Context: an optimization exercise on an open-source flow, tuned for small area, a short achievable clock period and few clock cycles. The choices shown serve that exercise and are no tape-out recipe.
The RTL was checked by simulation tests, not by an equivalence proof against the original design.
Power figures rest on the tool's default switching activity, not on a simulated workload.

==> flow/design.v (excerpt) <==
module exec_core (
  input  logic     clk,
  input  logic     arst_n,
  input  logic     instr_valid,
  input  mips_pkg::word_t    instr_word,
  input  mips_pkg::word_t    instr_pc,
  output logic     instr_credit,
  output logic     retire_valid,
  output mips_pkg::word_t    retire_pc,
  output mips_pkg::word_t    retire_next_pc,
  output logic     retire_wr_en,
  output mips_pkg::reg_idx_t retire_wr_idx,
  output mips_pkg::word_t    retire_wr_data,
  output logic     retire_store,
  output mips_pkg::word_t    retire_addr,
  output mips_pkg::word_t    retire_store_data,
  output logic     retire_syscall,
  output logic     retire_illegal,
  input  logic     retire_credit
);
  function automatic [32:0] add32(input [31:0] a, input [31:0] b, input ci);
    reg c;
    integer i;
    begin
      c = ci;
      for (i = 0; i < 32; i = i + 1) begin
        add32[i] = a[i] ^ b[i] ^ c;
        c = (a[i] & b[i]) | (a[i] & c) | (b[i] & c);
      end
      add32[32] = c;
    end
  endfunction
  function automatic [36:0] add36(input [35:0] a, input [35:0] b);
    reg c;
    integer i;
    begin
      c = 1'b0;
      for (i = 0; i < 36; i = i + 1) begin
        add36[i] = a[i] ^ b[i] ^ c;
        c = (a[i] & b[i]) | (a[i] & c) | (b[i] & c);
      end
      add36[36] = c;
    end
  endfunction
  function automatic [31:0] inc32(input [31:0] x, input ci);
    reg c;
    integer i;
    begin
      c = ci;
      for (i = 0; i < 32; i = i + 1) begin
        inc32[i] = x[i] ^ c;
        c = x[i] & c;
      end
    end
  endfunction
  function automatic [5:0] lzc32(input [31:0] v);
    integer i;
    begin
      lzc32 = 6'd32;
      for (i = 0; i < 32; i = i + 1) if (v[i]) lzc32 = 31 - i;
    end
  endfunction
  function automatic [31:0] rev32(input [31:0] v);
    integer i;
    begin
      for (i = 0; i < 32; i = i + 1) rev32[i] = v[31-i];
    end
  endfunction
  logic        ir_v;
  logic [31:0] ir_w;
  logic [31:0] ir_pc;
  logic        cq;           
  logic        fc;           
  logic        r_v;
  logic        r_v_o;        
  logic [2:0]  rc;           
  logic [31:0] r_pc, r_npc, r_data, r_addr;
  logic        r_wen, r_store, r_sys, r_ill;
  logic [4:0]  r_widx;
  logic [5:0] op, fn;
  logic [4:0] f_rs, f_rt, f_rd, f_sh;
  logic [15:0] f_imm;
  logic sp;
  ...
Size in the first run: roughly 12000 cells after synthesis, roughly 3400 flip-flops, about 240 I/O pins.
Settings: LEC_CHECK=0, CAP_MARGIN=20, CORE_MARGIN=2, CORE_UTILIZATION=60, CTS_CLUSTER_DIAMETER=90, CTS_CLUSTER_SIZE=24, PLACE_DENSITY=0.72, SLEW_MARGIN=20, SYNTH_HIERARCHICAL=1; clock period 125.0 ns.
standard.sh (not shown) runs the stock make flow with config.mk's settings and CLKGATE_MAP_FILE= SYNTH_SCRIPT=/design/flow/synth_recipe.tcl, a recipe that flattens the netlist after the stock synthesis.
==> flow/flow/run.sh <==
#!/bin/bash
# Own layout flow: the standard flow (standard.sh: the standard synthesis
# and every step unchanged), with one change made through ORFS's own
# BUFFER_PORTS_ARGS variable: every input and output port is buffered by
# sky130_fd_sc_hd__buf_2 (buffer_ports otherwise picks a slow delay cell).
set -euo pipefail
export BUFFER_PORTS_ARGS="-buffer_cell sky130_fd_sc_hd__buf_2"
bash standard.sh > standard.log 2>&1
The baseline produced a clean layout.
Testbench counts at the start, summed over its fixed seeds: cycles 16,359.
==> next run, changes <==
--- a/flow/design.v
+++ b/flow/design.v
@@ -144,25 +144,24 @@
   function automatic [31:0] rev32(input [31:0] v);
     integer i;
     begin
       for (i = 0; i < 32; i = i + 1) rev32[i] = v[31-i];
     end
   endfunction
   logic        ir_v;
   logic [31:0] ir_w;
   logic [31:0] ir_pc;
   logic        cq;           
   logic        fc;           
   logic        r_v;
-  logic        r_v_o;        
   logic [2:0]  rc;           
   logic [31:0] r_pc, r_npc, r_data, r_addr;
   logic        r_wen, r_store, r_sys, r_ill;
   logic [4:0]  r_widx;
   logic [5:0] op, fn;
   logic [4:0] f_rs, f_rt, f_rd, f_sh;
   logic [15:0] f_imm;
   logic sp;
   logic s_add, s_sub, s_and, s_or, s_slt, s_sll, s_sra, s_mult, s_div, s_mfhi, s_mflo, s_jr, s_sys;
   logic i_addi, i_andi, i_ori, i_lui, i_lw, i_sw, i_j, i_jal, i_beq, i_bne, i_blez, i_bgtz, i_bltz;
   logic d_wr_en, d_illegal, d_br, d_mf, d_md;
   assign op    = ir_w[31:26];
@@ -205,68 +204,58 @@
   assign d_wr_en   = s_add || s_sub || s_and || s_or || s_slt || s_sll || s_sra || d_mf ||
                      i_addi || i_andi || i_ori || i_lui || i_lw || i_jal;
   assign d_illegal = !(d_wr_en || d_md || s_jr || s_sys || i_sw || i_j || d_br);
   logic md_busy, md_busy_next;
   logic stall;
   logic x_go;
   logic [2:0] rc_next;
   logic ir_v_next, fc_next;
   logic [2:0] rc_next_c, rc_next_nc;
   logic rc_ok_next, in_mf, held_mf, cq_in, cq_held, cq_next;
   assign stall = d_mf && md_busy;
   assign x_go  = ir_v && !stall && (rc > {2'b00, r_v});
-  logic x_go_o;
-  assign x_go_o = ir_v && !stall && (rc > {2'b00, r_v_o});
   assign rc_next_c  = (rc == 3'd4 && !r_v) ? 3'd4 : rc + {2'b00, !r_v};
   assign rc_next_nc = rc - {2'b00, r_v};
   assign rc_next    = retire_credit ? rc_next_c : rc_next_nc;
   assign rc_ok_next = retire_credit ? (rc_next_c > {2'b00, x_go}) : (rc_next_nc > {2'b00, x_go});
   function automatic is_mf(input [31:0] w);
     is_mf = (w[31:26] == 6'h00) && (w[5:4] == 2'b01) && !w[3] && !w[2] && !w[0];
   endfunction
   assign in_mf   = is_mf(instr_word);
   assign held_mf = is_mf(ir_w);
   assign ir_v_next = instr_valid || (ir_v && !x_go);
   assign fc_next   = (fc || cq) && !instr_valid;
   assign cq_in   = !(in_mf && md_busy_next) && rc_ok_next;
   assign cq_held = !(fc || cq) && (!(ir_v && !x_go) || (!(held_mf && md_busy_next) && rc_ok_next));
   assign cq_next = instr_valid ? cq_in : cq_held;
   always_ff @(posedge clk or negedge arst_n) begin
     if (!arst_n) begin
       ir_v <= 1'b0;
       cq   <= 1'b0;
       fc   <= 1'b0;
       r_v  <= 1'b0;
-      r_v_o <= 1'b0;
       rc   <= 3'd0;
     end else begin
       ir_v <= ir_v_next;
       fc   <= fc_next;
       cq   <= cq_next;
       r_v  <= x_go;
-      r_v_o <= x_go_o;
       rc   <= rc_next;
     end
   end
-  logic        ir_ld, ir_ld_n;
-  logic [31:0] ir_w_d, ir_pc_d;
-  assign ir_ld   = !ir_v || x_go;
-  assign ir_ld_n = !ir_ld;
-  for (genvar j = 0; j < 32; j++) begin : g_ir
-    ao22 u_w  (.a1(ir_ld), .a2(instr_word[j]), .b1(ir_ld_n), .b2(ir_w[j]),  .y(ir_w_d[j]));
-    ao22 u_pc (.a1(ir_ld), .a2(instr_pc[j]),   .b1(ir_ld_n), .b2(ir_pc[j]), .y(ir_pc_d[j]));
-  end
   always_ff @(posedge clk) begin
-    ir_w  <= ir_w_d;
-    ir_pc <= ir_pc_d;
+    if (!ir_v || x_go) begin
+      ir_w  <= instr_word;
+      ir_pc <= instr_pc;
+    end
   end
   logic [31:1] vld;
   logic [31:1] sel_a, sel_b;
   logic [31:1] rwe, rwe_n;
   logic [31:0] rs_val, rt_val;
   logic [4:0]  wr_idx;
   logic [31:0] res;           
   logic        rf_we;
   assign wr_idx = i_jal ? 5'd31 : (sp ? f_rd : f_rt);
   assign rf_we  = x_go && d_wr_en && (wr_idx != 5'd0);
   always_ff @(posedge clk or negedge arst_n) begin
     if (!arst_n) vld <= '0;
@@ -460,24 +449,24 @@
   always_ff @(posedge clk) begin
     r_pc    <= ir_pc;
     r_npc   <= next_pc;
     r_data  <= res;
     r_addr  <= sum;
     r_wen   <= d_wr_en;
     r_widx  <= wr_idx;
     r_store <= i_sw;
     r_sys   <= s_sys;
     r_ill   <= d_illegal;
   end
   assign instr_credit      = cq;
-  assign retire_valid      = r_v_o;
+  assign retire_valid      = r_v;
   assign retire_pc         = r_pc;
   assign retire_next_pc    = r_npc;
   assign retire_wr_en      = r_wen;
   assign retire_wr_idx     = r_widx;
   assign retire_wr_data    = r_data;
   assign retire_store      = r_store;
   assign retire_addr       = r_addr;
   assign retire_store_data = r_data;
   assign retire_syscall    = r_sys;
   assign retire_illegal    = r_ill;
 endmodule
Outcome:
- The changed run completed with no timing, DRC or antenna violations
- routed wire length came out lower slightly
- clock-buffer cell count came out higher by 4
- clock skew came out lower by 9.0 ps
- total power came out higher by a few percent
- global-route usage came out lower by 0.30 points
- sequential cell count came out lower by 1
- hold slack gets better by 46 ps
Testbench counts after the change, summed over its fixed seeds: cycles 16,359.

[re-timing with driven ports]
No port has a modelled driver above. Below, the same layouts with a new extraction and two added sets of constraints. Step 1 assumes that a clkbuf_16 drives the clock port and a buf_2 every other input. Step 2 also shifts input and output timing later by t, the mid clock arrival at the registers, as if the neighbouring blocks saw the same clock. Three values: ideal ports, drivers, drivers and shift; two values: the first two.
run	t, ns	setup WS [ns]	latest minus earliest clock arrival (ns)
the first run	1.004	98.581 / 98.461 / 98.824	0.091 / 0.091
the second run	0.989	98.580 / 98.472 / 98.894	0.082 / 0.082
After both steps every run listed still meets setup and hold.
